Context: an optimization exercise on an open-source flow, tuned for a short achievable clock period and few clock cycles. The choices shown serve that exercise and are no tape-out recipe. Where RTL was checked, it was by simulation tests only, not by an equivalence proof against the original. Only the layout flow was run in run 1; the RTL was not checked for function there. Power and IR drop assume default switching activity.

`design/flow/design.v`:
```
`default_nettype none
package isaPkg;
  localparam logic [5:0] OP_RTYPE = 6'b000000;
  localparam logic [5:0] OP_J     = 6'b000010;
  localparam logic [5:0] OP_BEQ   = 6'b000100;
  localparam logic [5:0] OP_BNE   = 6'b000101;
  localparam logic [5:0] OP_ADDI  = 6'b001000;
  localparam logic [5:0] OP_ADDIU = 6'b001001;
  localparam logic [5:0] OP_SLTI  = 6'b001010;
  localparam logic [5:0] OP_SLTIU = 6'b001011;
  localparam logic [5:0] OP_ANDI  = 6'b001100;
  localparam logic [5:0] OP_ORI   = 6'b001101;
  localparam logic [5:0] OP_XORI  = 6'b001110;
  localparam logic [5:0] OP_LW    = 6'b100011;
  localparam logic [5:0] OP_SW    = 6'b101011;
  localparam logic [5:0] FN_ADD  = 6'b100000;
  localparam logic [5:0] FN_ADDU = 6'b100001;
  localparam logic [5:0] FN_SUB  = 6'b100010;
  localparam logic [5:0] FN_SUBU = 6'b100011;
  localparam logic [5:0] FN_AND  = 6'b100100;
  localparam logic [5:0] FN_OR   = 6'b100101;
  localparam logic [5:0] FN_XOR  = 6'b100110;
  localparam logic [5:0] FN_NOR  = 6'b100111;
  localparam logic [5:0] FN_SLT  = 6'b101010;
  localparam logic [5:0] FN_SLTU = 6'b101011;
endpackage
`default_nettype wire
`default_nettype none
package pipePkg;
  typedef struct packed {
    logic add;
    logic sub;
    logic andOp;
    logic orOp;
    logic xorOp;
    logic norOp;
    logic slt;
    logic sltu;
  } aluSelT;
endpackage
`default_nettype wire
`timescale 1ns/1ps
`default_nettype none
module controlDecoder
(
  input  logic [31:0]     instr,
  output logic [4:0]      dest,       
  output logic            usesRs,
  output logic            usesRt,
  output logic            aluSrc,     
  output logic [31:0]     imm,        
  output pipePkg::aluSelT alu,
  output logic            isLoad,
  output logic            isStore,
  output logic            branch,
  output logic            branchNe,
  output logic            jump
);
  logic [5:0] op, funct;
  logic       rType, iAlu, writeRd, writeRt;
  assign op    = instr[31:26];
  assign funct = instr[5:0];
  always_comb begin
    alu     = '0;
    rType   = 1'b0;
    iAlu    = 1'b0;
    if (op == isaPkg::OP_RTYPE) begin
      rType = 1'b1;
      case (funct)
        isaPkg::FN_ADD, isaPkg::FN_ADDU: alu.add   = 1'b1;
        isaPkg::FN_SUB, isaPkg::FN_SUBU: alu.sub   = 1'b1;
        isaPkg::FN_AND:                  alu.andOp = 1'b1;
        isaPkg::FN_OR:                   alu.orOp  = 1'b1;
        isaPkg::FN_XOR:                  alu.xorOp = 1'b1;
        isaPkg::FN_NOR:                  alu.norOp = 1'b1;
        isaPkg::FN_SLT:                  alu.slt   = 1'b1;
        isaPkg::FN_SLTU:                 alu.sltu  = 1'b1;
        default:                         rType     = 1'b0;   
      endcase
    end else begin
      iAlu = 1'b1;
      case (op)
        isaPkg::OP_ADDI, isaPkg::OP_ADDIU: alu.add   = 1'b1;
        isaPkg::OP_SLTI:                   alu.slt   = 1'b1;
        isaPkg::OP_SLTIU:                  alu.sltu  = 1'b1;
        isaPkg::OP_ANDI:                   alu.andOp = 1'b1;
        isaPkg::OP_ORI:                    alu.orOp  = 1'b1;
        isaPkg::OP_XORI:                   alu.xorOp = 1'b1;
        isaPkg::OP_LW, isaPkg::OP_SW: begin
          alu.add = 1'b1;                   
          iAlu    = 1'b0;
        end
        default:                           iAlu      = 1'b0;
      endcase
    end
  end
  assign isLoad   = (op == isaPkg::OP_LW);
  assign isStore  = (op == isaPkg::OP_SW);
  assign branch   = (op == isaPkg::OP_BEQ) || (op == isaPkg::OP_BNE);
  assign branchNe = (op == isaPkg::OP_BNE);
  assign jump     = (op == isaPkg::OP_J);
  assign writeRd = rType;
  assign writeRt = iAlu || isLoad;
  assign dest    = writeRd ? instr[15:11] : writeRt ? instr[20:16] : 5'd0;
  assign usesRs  = rType || iAlu || isLoad || isStore || branch;
  assign usesRt  = rType || isStore || branch;
  assign aluSrc  = iAlu || isLoad || isStore;
  assign imm = {(op[5:2] == 4'b0011) ? 16'h0000 : {16{instr[15]}}, instr[15:0]};
endmodule
`default_nettype wire
`timescale 1ns/1ps
`default_nettype none
module hazardUnit
(
  input  logic [4:0] rsD,
  input  logic [4:0] rtD,
  input  logic       usesRsD,
  input  logic       usesRtD,
  input  logic       branchD,
  input  logic [4:0] destE,
  input  logic       wrE,         
  input  logic       slowE,       
  input  logic [4:0] destM,
  input  logic       wrM,         
  output logic       depEA,       
  output logic       depEB,
  output logic       depMA,       
  output logic       depMB,
  output logic       stall
);
  assign depEA = wrE && (rsD == destE);
  assign depEB = wrE && (rtD == destE);
  assign depMA = wrM && (rsD == destM);
  assign depMB = wrM && (rtD == destM);
  assign stall = branchD && slowE && (depEA != depEB);
endmodule
`default_nettype wire
`timescale 1ns/1ps
`default_nettype none
module regFile
(
  input  logic        clk,
  input  logic        we,
  input  logic [4:0]  ra1,
  input  logic [4:0]  ra2,
  input  logic [4:0]  wa,
  input  logic [31:0] wd,
  output logic [31:0] rd1,
  output logic [31:0] rd2
);
  logic [31:0] regs [1:31];
  always_ff @(posedge clk) begin
    if (we && (wa != 5'd0)) regs[wa] <= wd;
  end
  assign rd1 = (ra1 == 5'd0) ? 32'd0 : (we && (wa == ra1)) ? wd : regs[ra1];
  assign rd2 = (ra2 == 5'd0) ? 32'd0 : (we && (wa == ra2)) ? wd : regs[ra2];
endmodule
`default_nettype wire
`timescale 1ns/1ps
`default_nettype none
module aluUnit
(
  input  logic [31:0]     a,
  input  logic [31:0]     b,
  input  pipePkg::aluSelT alu,
  output logic [31:0]     bAdd,       
  output logic            carryIn,
  output logic [31:0]     result
);
  logic [32:0] sum;
  logic        lessSigned, lessUnsigned;
  assign carryIn = alu.sub || alu.slt || alu.sltu;
  assign bAdd    = carryIn ? ~b : b;
  assign sum     = {1'b0, a} + {1'b0, bAdd} + 33'(carryIn);
  assign lessSigned   = (a[31] != b[31]) ? a[31] : sum[31];
  assign lessUnsigned = !sum[32];
  always_comb begin
    result = ({32{alu.add | alu.sub}} & sum[31:0])
           | ({32{alu.andOp}} & (a & b))
           | ({32{alu.orOp}}  & (a | b))
           | ({32{alu.xorOp}} & (a ^ b))
           | ({32{alu.norOp}} & ~(a | b));
    result[0] = result[0] | (alu.slt & lessSigned) | (alu.sltu & lessUnsigned);
  end
endmodule
`default_nettype wire
`timescale 1ns/1ps
`default_nettype none
module branchUnit
(
  input  logic [31:0]     a,          
  input  logic [31:0]     b,
  input  logic [31:0]     bAdd,       
  input  logic            carryIn,
  input  pipePkg::aluSelT alu,
  input  logic [31:0]     k,
  output logic            equal
);
  logic [31:0] cNeed, logicRes;
  logic [32:0] cOut;
  logic        addEq, logicEq;
  assign cNeed = a ^ bAdd ^ k;
  assign cOut  = {(a & bAdd) | ((a | bAdd) & cNeed), carryIn};
  assign addEq = (cNeed == cOut[31:0]);
  assign logicRes = ({32{alu.andOp}} & (a & b))
                  | ({32{alu.orOp}}  & (a | b))
                  | ({32{alu.xorOp}} & (a ^ b))
                  | ({32{alu.norOp}} & ~(a | b));
  assign logicEq  = (logicRes == k);
  assign equal = (alu.add || alu.sub) ? addEq : logicEq;
endmodule
`default_nettype wire
`timescale 1ns/1ps
`default_nettype none
module mipsCore
#(
  parameter int DATA_WIDTH = 32
) (
  input  logic                  clk,
  input  logic                  reset,
  output logic [DATA_WIDTH-1:0] pc,
  input  logic [31:0]           instr,
  output logic                  memWrite,
  output logic [DATA_WIDTH-1:0] aluOut,
  output logic [DATA_WIDTH-1:0] writeData,
  input  logic [DATA_WIDTH-1:0] readData
);
  logic [4:0]      destF;
  logic            usesRsF, usesRtF, aluSrcF, isLoadF, isStoreF, branchF, branchNeF, jumpF;
  logic [31:0]     immF, rdAF, rdBF;
  pipePkg::aluSelT aluF;
  logic [4:0]      destM;
  logic            wrM, isLoadM;
  logic [31:0]     aluOutM, writeDataM, valM;
  logic            memWriteM;
  controlDecoder u_dec (
    .instr(instr), .dest(destF), .usesRs(usesRsF), .usesRt(usesRtF), .aluSrc(aluSrcF),
    .imm(immF), .alu(aluF), .isLoad(isLoadF), .isStore(isStoreF), .branch(branchF),
    .branchNe(branchNeF), .jump(jumpF)
  );
  assign valM = isLoadM ? readData : aluOutM;
  regFile u_rf (
    .clk(clk), .we(wrM), .ra1(instr[25:21]), .ra2(instr[20:16]), .wa(destM), .wd(valM),
    .rd1(rdAF), .rd2(rdBF)
  );
  logic [4:0]      rsD, rtD, destD;
  logic            usesRsD, usesRtD, aluSrcD, isLoadD, isStoreD, branchD, branchNeD, jumpD;
  logic [31:0]     immD, regAD, regBD;
  logic [25:0]     targetD;
  pipePkg::aluSelT aluD;
  logic            stall, takenD;
  logic [31:0]     opAD, opBD;
  always_ff @(posedge clk or posedge reset) begin
    if (reset) begin
      destD     <= '0;
      usesRsD   <= 1'b0;
      usesRtD   <= 1'b0;
      isStoreD  <= 1'b0;
      branchD   <= 1'b0;
      jumpD     <= 1'b0;
    end else if (!stall) begin
      destD     <= destF;
      usesRsD   <= usesRsF;
      usesRtD   <= usesRtF;
      isStoreD  <= isStoreF;
      branchD   <= branchF;
      jumpD     <= jumpF;
    end
  end
  always_ff @(posedge clk) begin
    if (!stall) begin
      rsD       <= instr[25:21];
      rtD       <= instr[20:16];
      aluSrcD   <= aluSrcF;
      isLoadD   <= isLoadF;
      branchNeD <= branchNeF;
      immD      <= immF;
      targetD   <= instr[25:0];
      aluD      <= aluF;
      regAD     <= rdAF;
      regBD     <= rdBF;
    end else begin
      regAD     <= opAD;
      regBD     <= opBD;
    end
  end
  logic [4:0]      destE;
  logic            wrE, slowE;
  logic            depEA, depEB, depMA, depMB;
  logic [31:0]     opAE, opBE, bAddE, aluResE, kD;
  logic            carryInE, eqE, eqD, equalD;
  pipePkg::aluSelT aluE;
  logic [31:0]     pcPlus4, branchTarget, jumpTarget;
  hazardUnit u_haz (
    .rsD(rsD), .rtD(rtD), .usesRsD(usesRsD), .usesRtD(usesRtD), .branchD(branchD),
    .destE(destE), .wrE(wrE), .slowE(slowE), .destM(destM), .wrM(wrM),
    .depEA(depEA), .depEB(depEB), .depMA(depMA), .depMB(depMB), .stall(stall)
  );
  assign opAD = depMA ? valM : regAD;
  assign opBD = depMB ? valM : regBD;
  assign kD = depEA ? opBD : opAD;
  branchUnit u_br (
    .a(opAE), .b(opBE), .bAdd(bAddE), .carryIn(carryInE), .alu(aluE), .k(kD), .equal(eqE)
  );
  assign eqD    = (opAD == opBD);
  assign equalD = (depEA && depEB) ? 1'b1 : (depEA || depEB) ? eqE : eqD;
  assign takenD = jumpD || (branchD && (equalD ^ branchNeD));
  assign pcPlus4      = pc + 32'd4;
  assign branchTarget = pc + {{14{immD[15]}}, immD[15:0], 2'b00};
  assign jumpTarget   = {pc[31:28], targetD, 2'b00};
  always_ff @(posedge clk or posedge reset) begin
    if (reset)       pc <= '0;
    else if (!stall) pc <= takenD ? (jumpD ? jumpTarget : branchTarget) : pcPlus4;
  end
  logic            isLoadE, isStoreE, aluSrcE;
  logic            fwdAluAE, fwdLdAE, fwdAluBE, fwdLdBE;
  logic [31:0]     srcAE, srcBE, immE, storeDataE;
  always_ff @(posedge clk or posedge reset) begin
    if (reset) begin
      destE    <= '0;
      wrE      <= 1'b0;
      isLoadE  <= 1'b0;
      isStoreE <= 1'b0;
      slowE    <= 1'b0;
      aluE     <= '0;
    end else if (stall) begin
      destE    <= '0;    
      wrE      <= 1'b0;
      isLoadE  <= 1'b0;
      isStoreE <= 1'b0;
      slowE    <= 1'b0;
      aluE     <= '0;
    end else begin
      destE    <= destD;
      wrE      <= (destD != 5'd0);
      isLoadE  <= isLoadD;
      isStoreE <= isStoreD;
      slowE    <= isLoadD || aluD.slt || aluD.sltu;
      aluE     <= aluD;
    end
  end
  always_ff @(posedge clk) begin
    srcAE    <= opAD;
    srcBE    <= opBD;
    immE     <= immD;
    aluSrcE  <= aluSrcD;
    fwdAluAE <= depEA && !isLoadE;
    fwdLdAE  <= depEA && isLoadE;
    fwdAluBE <= depEB && !isLoadE;
    fwdLdBE  <= depEB && isLoadE;
  end
  assign opAE       = fwdAluAE ? aluOutM : fwdLdAE ? readData : srcAE;
  assign storeDataE = fwdAluBE ? aluOutM : fwdLdBE ? readData : srcBE;
  assign opBE       = aluSrcE ? immE : storeDataE;
  aluUnit u_alu (
    .a(opAE), .b(opBE), .alu(aluE), .bAdd(bAddE), .carryIn(carryInE), .result(aluResE)
  );
  always_ff @(posedge clk or posedge reset) begin
    if (reset) begin
      destM     <= '0;
      wrM       <= 1'b0;
      isLoadM   <= 1'b0;
      memWriteM <= 1'b0;
    end else begin
      destM     <= destE;
      wrM       <= wrE;
      isLoadM   <= isLoadE;
      memWriteM <= isStoreE;
    end
  end
  always_ff @(posedge clk) begin
    aluOutM    <= aluResE;
    writeDataM <= storeDataE;
  end
  assign memWrite  = memWriteM;
  assign aluOut    = aluOutM;
  assign writeData = writeDataM;
endmodule
`default_nettype wire
```
`design/flow/run.sh`:
```
#!/bin/bash
# synth_recipe.tcl (not shown) runs the flow's synth.tcl, then flattens the netlist and writes it again
# the make line also repeats each setting of config.mk as NAME=value (left out here)
make -C /OpenROAD-flow-scripts/flow DESIGN_CONFIG=/design/flow/config.mk WORK_HOME=/design/flow/orfs CLKGATE_MAP_FILE= SYNTH_SCRIPT=/design/flow/synth_recipe.tcl finish
```
`design/flow/config.mk`:
```
export PLATFORM = sky130hd
export DESIGN_NAME = mipsCore
export DESIGN_NICKNAME = mipsCore
export VERILOG_FILES = /design/flow/design.v
export SDC_FILE = /design/flow/constraint.sdc
export NUM_CORES = 4
export LEC_CHECK = 0
export ABC_CLOCK_PERIOD_IN_PS = 2500
export CAP_MARGIN = 20
export CORE_MARGIN = 2
export CORE_UTILIZATION = 40
export SETUP_SLACK_MARGIN = 5
export SLEW_MARGIN = 20
export TNS_END_PERCENT = 100
```
`design/flow/constraint.sdc`:
```
create_clock -name core_clock -period 8.0 [get_ports {clk}]
set_input_delay 1.6000 -clock core_clock [delete_from_list [all_inputs] [get_ports {clk}]]
set_output_delay 1.6000 -clock core_clock [all_outputs]
set_load 0.01 [all_outputs]
```
==> metrics.yaml, run 1 <==
worst_setup_path:
  worstSetupStartpointType: "flip-flop"
  r2r_cells: 22
  crit_path_end_kind: "flip-flop"
  timing_worst_setup_path_type: "reg2reg"
  cp_max_fo: 9
  crit_path_start: "targetD[24]"
  regToRegStartpoint: "targetD[24]"
  required_ns: 8.65
  reg2reg_to: "pc[29]"
  reg2reg_slack_ns: 3.08
  worstPathArrival_ns: 5.57
  worstSetupEndpoint: "pc[29]"
power_and_ir_drop:
  vdd_drop_max_uv: 200
  power_density_mw_per_mm2: 217
  seq_power_share: 0.413
  p_leak_uw: 0.0312
  switchingPower_uw: 5620
  switching_share: 0.298
  combPwrFrac: 0.236
  pwr-share-clk: 0.351
  internal-power_uw: 13200
hold_path:
  hold_start: "immD[16]"
  hold_path.class: "reg2reg"
global_route:
  grt_pass1_vias: 49500
  grt_max_degree: 68
  grt_pass1_wl_mm: 365
  grt_antenna_before_repair: 13
  grtUsageTotal: 0.294
  globalRouteOverflowTotal: 0
routing:
  drc: 0
  firstDrtPassIters: 6
  vias: 51100
  routed-wl-met2_mm: 118
  drtIter0Drc: 7343
  vias_per_cell: 6.44
  met1_length_mm: 96.6
  ant_nets: 0
  highest_layer: "met5"
  routedWlPerCell_microns: 32.9
  wirelength_mm: 261
  met3_length_mm: 28.2
synthesis:
  ys.flop_type: "edfxtp_1"
  syn-cell-area_sq_mm: 0.0680
  ys_seq_elements: 1307
  ys_seq_area_frac: 0.541
  async_flop_share: 0.0482
  netlist_instances: 5038
  yosysWarnings: 4
  synth_edf_count: 1030
  syn_avg_cell_area_sq_um: 13.5
  synthDistinctLibCells: 88
job:
  max_cap_viol_count: 0
sta:
  period_needed_ns: 4.92
  maxSlewHeadroom: 0.300
  tightest_slew_ns: 1.05
  setup_ws_ns: 3.08
  setup_viol: 0
  whs_ns: 0.344
  finalSetupTns_ns: 0
  hold_viol: 0
  finalCritPeriodShare: 0.615
  maxSlewViolCount: 0
  fmax_mhz: 203
  clock_skew_ns: 0.0336
  rsz0062_at_grt: "true"
place:
  dp.cells: 7192
  numPortBuffers: 160
  pre_cts_ws_ns: 0.882
  hpwlAfterDp_mm: 142
  place.gp.congestion: 0.994
floorplan:
  design.core.area_sq_mm: 0.169
  dieArea_sq_mm: 0.173
  start_util: 0.402
  io_pins: 163
  die_width_microns: 416
  rows: 151
  die_y_microns: 416
clocking:
  clkLatencyLatePin_ns: 0.82
  clock-sinks: 1307
  clk_path_buf_depth: 3
  clk_pin_slew_ns: 0.06
  numCtsBuffers: 144
  cts_hold_buf: 0
  root_buffer: "clkbuf_16"
  h-tree-depth: 4
  cts_tree: "built"
final_layout:
  drive_gt1_frac: 0.356
  area_growth_pct: 27.5
  fin_nets: 5851
  fin_cells: 7935
status:
  status: "timing/DRC/antenna clean"
kinds of logic (layout without fill, tap and decap cells):
logic type	after synthesis	in the layout	synth area share
XOR/XNOR	180	180	0.0232
buffers and inverters	550	1207	0.0321
other	1	11	0.0000551
adder cells (fa/ha/maj)	191	191	0.0388
flip-flops	1307	1307	0.541
multiplexers	808	811	0.197
AND/OR/NAND/NOR	898	906	0.0628
AO/OA/AOI/OAI	1103	1104	0.105
cell usage in the layout (no fill, tap or decap), drive strengths merged, types with 170 or more instances in the layout:
cell,netlist,routed
buf,121,643
a21oi,289,289
nand2,176,177
edfxtp,1030,1030
mux2i,355,355
dfxtp,214,214
a211oi,170,170
inv,197,203
nor2,333,333
o21ai,217,217
clkbuf,231,193
mux4,421,421
state kept, by name, summed over array words and instances, names as in the netlist, 17 cells and up:
signal / count
writeDataM: 32
pc: 30
u_rf.regs: 992
regAD: 32
regBD: 32
srcBE: 32
immE: 17
aluOutM: 32
srcAE: 32
synth_stat cells, types with 56 or more instances:
cell      instances  share of area
a211oi_1        170          0.019
a21o_1           56         0.0062
a21oi_1         289          0.021
buf_1            75         0.0041
clkbuf_1        231          0.013
dfrtp_1          63          0.023
dfxtp_1         214          0.063
edfxtp_1       1030           0.45
ha_1            158          0.029
inv_1           196          0.011
mux2i_1         353          0.052
mux4_2          421           0.14
nand2_1         175         0.0097
nor2_1          332          0.018
nor3_1          105         0.0077
o21ai_0         213          0.016
o22ai_1          66         0.0061
xnor2_1          77         0.0099
xor2_1          103          0.013
cell type report:
cell class                 count  area, sq um
antenna                        9         22.5
clock buffer                 184         3850
clock inverter                76          762
fill                       13800        82400
inverter                     198          820
multi-input combinational   3194        33300
sequential                  1307        37000
tap                         2218         2780
timing repair buffer         741         8170
timing repair inverter         8         52.6
stage by stage:
| stage | power [uW] | area, sq um | utilization |
|---|---|---|---|
| floorplan | 10000 | 69500 | - |
| global placement | 11100 | 73000 | 0.432 |
| detailed placement | 11100 | 73000 | 0.432 |
| CTS | 18600 | 85200 | 0.504 |
| global route | 19400 | 86700 | 0.513 |
| finish | 18800 | 86700 | 0.513 |
layer usage:
metal  track usage  vias to the layer above
met5             0                        -
met4         0.180                        6
met3        0.0654                      799
met2         0.451                     3408
met1         0.379                    26100
li1              -                    20800
worst min-delay path by stage:
stage,to,slack (ns),depth (start not counted)
after floorplan,aluSrcE,0.32,0
after global placement,immE[16],0.33,0
after detailed placement,immE[16],0.33,0
after CTS,immE[16],0.35,0
after global routing,immE[16],0.36,0
final,immE[16],0.34,0
worst max-delay path, stage by stage, from the launching register on:
cell and delay (ns):
edfxtp_1 0.48, xor2_2 0.21, nor4_4 0.28, buf_4 0.20
and2_4 0.19, buf_12 0.15, inv_8 0.08, nor3_2 0.25
a21oi_4 0.08, fa_1 0.60, xor2_1 0.23, nand4_1 0.22
nor4_4 0.35, o2111ai_4 0.26, a21oi_2 0.25, a31oi_4 0.07
o31ai_4 0.08, buf_6 0.16, nor2_4 0.06, buf_12 0.17
buf_12 0.12, mux2i_1 0.14, a22oi_1 0.10
power by group through the flow:
| stage | clock [uW] | sequential, uW | combinational, uW |
|---|---|---|---|
| after floorplan | 0 | 7880 | 2140 |
| after global placement | 0 | 7940 | 3190 |
| after detailed placement | 0 | 7940 | 3210 |
| after CTS | 6680 | 7760 | 4120 |
| after global routing | 6920 | 7780 | 4660 |
| final | 6610 | 7770 | 4450 |
repair_timing:
| action | in CTS | in global routing |
|---|---|---|
| endpoints found under the hold margin | 0 | 0 |
| gates resized for setup | 1221 | 221 |
| setup endpoints to repair | 572 | 274 |
| gates cloned | 54 | 8 |
| pin swaps | 214 | 86 |
| setup buffers | 359 | 53 |
==> inputs of run 2 (changes only) <==
--- a/design/flow/design.v
+++ b/design/flow/design.v
@@ -114,12 +114,8 @@
 (
-  input  logic [4:0] rsD,
-  input  logic [4:0] rtD,
-  input  logic       usesRsD,
-  input  logic       usesRtD,
-  input  logic       branchD,
+  input  logic [4:0] rsF,
+  input  logic [4:0] rtF,
+  input  logic [4:0] destD,
+  input  logic       wrD,         
   input  logic [4:0] destE,
   input  logic       wrE,         
-  input  logic       slowE,       
-  input  logic [4:0] destM,
-  input  logic       wrM,         
   output logic       depEA,       
@@ -127,10 +123,8 @@
   output logic       depMA,       
-  output logic       depMB,
-  output logic       stall
+  output logic       depMB
 );
-  assign depEA = wrE && (rsD == destE);
-  assign depEB = wrE && (rtD == destE);
-  assign depMA = wrM && (rsD == destM);
-  assign depMB = wrM && (rtD == destM);
-  assign stall = branchD && slowE && (depEA != depEB);
+  assign depEA = wrD && (rsF == destD);
+  assign depEB = wrD && (rtF == destD);
+  assign depMA = wrE && (rsF == destE);
+  assign depMB = wrE && (rtF == destE);
 endmodule
@@ -245,3 +239,3 @@
   );
-  logic [4:0]      rsD, rtD, destD;
+  logic [4:0]      destD;
   logic            usesRsD, usesRtD, aluSrcD, isLoadD, isStoreD, branchD, branchNeD, jumpD;
@@ -271,4 +265,2 @@
     if (!stall) begin
-      rsD       <= instr[25:21];
-      rtD       <= instr[20:16];
       aluSrcD   <= aluSrcF;
@@ -288,3 +280,3 @@
   logic            wrE, slowE;
-  logic            depEA, depEB, depMA, depMB;
+  logic            depEA, depEB, depMAF, depMBF;
   logic [31:0]     opAE, opBE, bAddE, aluResE, kD;
@@ -293,9 +285,31 @@
   logic [31:0]     pcPlus4, branchTarget, jumpTarget;
+  logic            wrD, dEA, dEB, dMAluA, dMAluB, dMLdA, dMLdB, depEAF, depEBF;
+  assign wrD = (destD != 5'd0);
   hazardUnit u_haz (
-    .rsD(rsD), .rtD(rtD), .usesRsD(usesRsD), .usesRtD(usesRtD), .branchD(branchD),
-    .destE(destE), .wrE(wrE), .slowE(slowE), .destM(destM), .wrM(wrM),
-    .depEA(depEA), .depEB(depEB), .depMA(depMA), .depMB(depMB), .stall(stall)
+    .rsF(instr[25:21]), .rtF(instr[20:16]), .destD(destD), .wrD(wrD),
+    .destE(destE), .wrE(wrE), .depEA(depEAF), .depEB(depEBF), .depMA(depMAF),
+    .depMB(depMBF)
   );
-  assign opAD = depMA ? valM : regAD;
-  assign opBD = depMB ? valM : regBD;
+  always_ff @(posedge clk or posedge reset) begin
+    if (reset) begin
+      dEA    <= 1'b0;
+      dEB    <= 1'b0;
+      dMAluA <= 1'b0;
+      dMAluB <= 1'b0;
+      dMLdA  <= 1'b0;
+      dMLdB  <= 1'b0;
+    end else begin
+      dEA    <= depEAF && !stall;
+      dEB    <= depEBF && !stall;
+      dMAluA <= (stall ? dEA : depMAF) && !isLoadE;
+      dMAluB <= (stall ? dEB : depMBF) && !isLoadE;
+      dMLdA  <= (stall ? dEA : depMAF) && isLoadE;
+      dMLdB  <= (stall ? dEB : depMBF) && isLoadE;
+    end
+  end
+  assign depEA = dEA;
+  assign depEB = dEB;
+  assign stall = branchD && slowE && (dEA != dEB);
+  assign opAD = dMAluA ? aluOutM : dMLdA ? readData : regAD;
+  assign opBD = dMAluB ? aluOutM : dMLdB ? readData : regBD;
   assign kD = depEA ? opBD : opAD;
==> run 2 against run 1 <==
  * Still clean
  * Core utilization fell by 1.0 points
  * Synthesized cell count shrank 1.3%
  * First-iteration DRC count shrank 15%
  * Clock skew rose by 0.0052 ns
  * Worst hold slack gained 0.0076 ns
  * Clock-buffer cell count fell by 7
  * Critical endpoint is now pc[27]
  * Largest cell class unchanged
  * Largest power group unchanged
  * Highest routed layer unchanged
==> metrics.yaml, run 2 <==
floorplan:
  io_pins: 163
  dieArea_sq_mm: 0.176
  design.core.area_sq_mm: 0.172
  die_width_microns: 419
  start_util: 0.402
  rows: 152
  die_y_microns: 419
worst_setup_path:
  worstSetupStartpointType: "input pin"
  crit_path_end_kind: "flip-flop"
  crit_path_start: "readData[20]"
  regToRegStartpoint: "fwdAluBE"
  timing_worst_setup_path_type: "in2reg"
  cp_max_fo: 6
  worstPathArrival_ns: 5.61
  required_ns: 8.71
synthesis:
  yosys-top-cells-count: "1030 x edfxtp_1, 459 x mux4_2, 380 x mux2i_1, 295 x a21oi_1, 295 x nor2_1"
  syn-cell-area_sq_mm: 0.0690
  synth_compound_area_frac: 0.0916
  synth_mux_area_frac: 0.230
  synth_top_family_by_area: "multiplexers"
  async_flop_share: 0.0526
  ys_seq_area_frac: 0.535
  synthDistinctLibCells: 87
  ys.flop_type: "edfxtp_1"
  ys_seq_elements: 1313
  yosysTopAreaCellShare: 0.448
  synthXorXnorAreaFrac: 0.0312
  syn_avg_cell_area_sq_um: 13.9
  synth_fa_ha_area_frac: 0.0260
  synth.largest_area_cell: "edfxtp_1"
  yosysMostFrequentCell: "edfxtp_1"
  synth_edf_count: 1030
  synthSimpleGateAreaFrac: 0.0538
  netlist_instances: 4975
  yosysWarnings: 4
  synth_area_leaders: "edfxtp_1 45%, mux4_2 15%, dfxtp_1 6.2%, mux2i_1 5.5%, ha_1 2.6%"
final_layout:
  design_area_sq_mm: 0.0862
  n_fill_cell: 14500
  final_cell_mix: "1030 x edfxtp_1, 459 x mux4_2, 339 x mux2i_1"
  seq_area_sq_mm: 0.0371
  drive_gt1_frac: 0.351
  multi_input_area_sq_mm: 0.0328
  largest_register_ffs: 992
  area_growth_pct: 24.9
  top_register: "u_rf.regs"
  final_common_cell: "edfxtp_1"
  fin_nets: 5671
global_route:
  grt_max_degree: 99
  grtUsageTotal: 0.276
  globalRouteOverflowTotal: 0
  grt_pass1_wl_mm: 347
  grt_antenna_before_repair: 11
  grt_pass1_vias: 47400
place:
  hpwlAfterDp_mm: 143
  post_dp_cell_area_sq_mm: 0.0738
  numPortBuffers: 160
  place.gp.congestion: 0.938
sta:
  setup_viol: 0
  hold_viol: 0
  maxSlewViolCount: 0
  rsz0062_at_grt: "true"
  fmax_mhz: 204
  period_needed_ns: 4.90
  tightest_slew_ns: 1.03
  maxSlewHeadroom: 0.313
  finalCritPeriodShare: 0.613
  finalSetupTns_ns: 0
  clock_skew_ns: 0.0388
hold_path:
  hold_path.class: "reg2reg"
  hold_start: "immD[16]"
clocking:
  root_buffer: "clkbuf_16"
  cts_tree: "built"
  h-tree-depth: 4
  clk_path_buf_depth: 3
  clk_pin_slew_ns: 0.06
  clkLatencyLatePin_ns: 0.81
  numCtsBuffers: 146
  clock-sinks: 1313
routing:
  ant_nets: 0
  drc: 0
  drtIter0Drc: 6253
  routedWlPerCell_microns: 31.7
  firstDrtPassIters: 6
  vias_per_cell: 6.25
  vias: 49400
  wirelength_mm: 250
status:
  status: "timing/DRC/antenna clean"
power_and_ir_drop:
  p_leak_uw: 0.0314
  vdd_drop_max_uv: 216
  power_density_mw_per_mm2: 223
  p_total_uw: 19200
job:
  max_cap_viol_count: 0
==> run 2: cell count changes after synthesis, moves of 32 or more <==
cell      previous run  this run
nor3_1             105        40
o211ai_1            20        54
nand2_1            175       108
fa_1                33         1
nor2_1             332       295
xor2_1             103        56
o21a_1              54        18
mux2_2              31       140
xnor2_1             77       186
mux4_2             421       459
o22ai_1             66       105
o21ai_0            213       152
a211oi_1           170        65
==> run 2: final timing paths <==
kind / endpoint / slack (ns) / cells past startpoint
setup / recovery: pc[27] / 3.10 / 16
hold / removal: immE[16] / 0.35 / 0
setup reg to reg: pc[27] / 3.29 / 18
hold reg to reg: immE[16] / 0.35 / 0
max in group asynchronous: dMAluB / 5.64 / 3
min in group asynchronous: pc[31] / 1.09 / 2
==> run 2: power breakdown <==
group	leakage (uW)	switching [uW]	internal, uW
Sequential	0.0123	142	7620
Combinational	0.0168	2550	2150
Clock	0.00233	2940	3830
==> run 2: per-layer routing <==
layer  share of wire  global-route usage  routed length [microns]
met1            0.39               0.364                    96800
met2            0.48               0.447                   119000
met3           0.087              0.0486                    21800
met4           0.050               0.121                    12600
met5         0.00022                   0                       54
==> run 2: repair_timing <==
item | in CTS | in global routing
gates cloned | 47 | 19
resized for setup | 1001 | 223
endpoints found under the setup margin | 303 | 515
pin swaps | 118 | 57
buffers inserted | 233 | 118
hold buffers | 0 | 0
==> run 2: critical path: stages <==
cell,delay [ns]
dlygate4sd2_1,0.25
buf_6,0.12
buf_4,0.15
mux2_2,0.26
mux2i_1,0.67
xnor2_1,0.31
nand4_1,0.17
nor4_1,0.38
a31oi_1,0.36
mux2i_1,0.21
a41oi_2,0.25
nand4_4,0.12
buf_12,0.18
buf_6,0.12
or3_1,0.31
a31oi_1,0.15
==> run 2: cells by family after synthesis <==
group | after synthesis
flops | 1313
mux | 991
compound gates | 969
simple gates | 759
buf+inv | 555
xor+xnor | 244
fa+ha+maj | 143
other cells | 1
==> run 2: stage by stage <==
stage / worst slack (ns) / util / hold WS [ns] / std cells
floorplan: 3.00 / - / 0.323 / 4976
global placement: 1.24 / 0.430 / 0.333 / 7207
detailed placement: 1.25 / 0.430 / 0.336 / 7207
CTS: 3.31 / 0.490 / 0.353 / 7757
global route: 3.10 / 0.502 / 0.360 / 7900
finish: 3.10 / 0.502 / 0.351 / 7903
==> run 2: layout make-up <==
class | count | share of cell area
multi-input combinational | 3119 | 0.380
clock buffer | 177 | 0.0442
tap | 2310 | 0.0335
antenna | 9 | 0.000261
clock inverter | 93 | 0.0109
sequential | 1313 | 0.431
inverter | 209 | 0.00939
timing repair buffer | 673 | 0.0907
Testbench counts of run 2, summed over its fixed seeds: cycles 146,016.

static timing again, ports no longer ideal:
The flow's constraints put no driver on any port. The routed layouts listed below were extracted and timed again, unchanged, in two steps. Step 1: set_driving_cell puts a clkbuf_16 on clk and a buf_2 on each other input, an assumption about the parent block. Step 2 also shifts input and output timing later by t, the mid clock arrival at the registers, as if the neighbouring blocks saw the same clock. a / b / c = ideal / step 1 / step 2; a / b = the first two.
run | t (ns) | setup slack, ns | worst setup path after step 2
run 1 | 0.890 | 3.080 / 3.080 / 2.308 | input to register
run 2 | 0.865 | 3.098 / 3.156 / 2.291 | input to register
After both steps setup and hold are still met in every run listed. For run 2, which loses most, drivers alone change the setup slack by +0.058 ns; drivers and shift together by -0.807 ns.
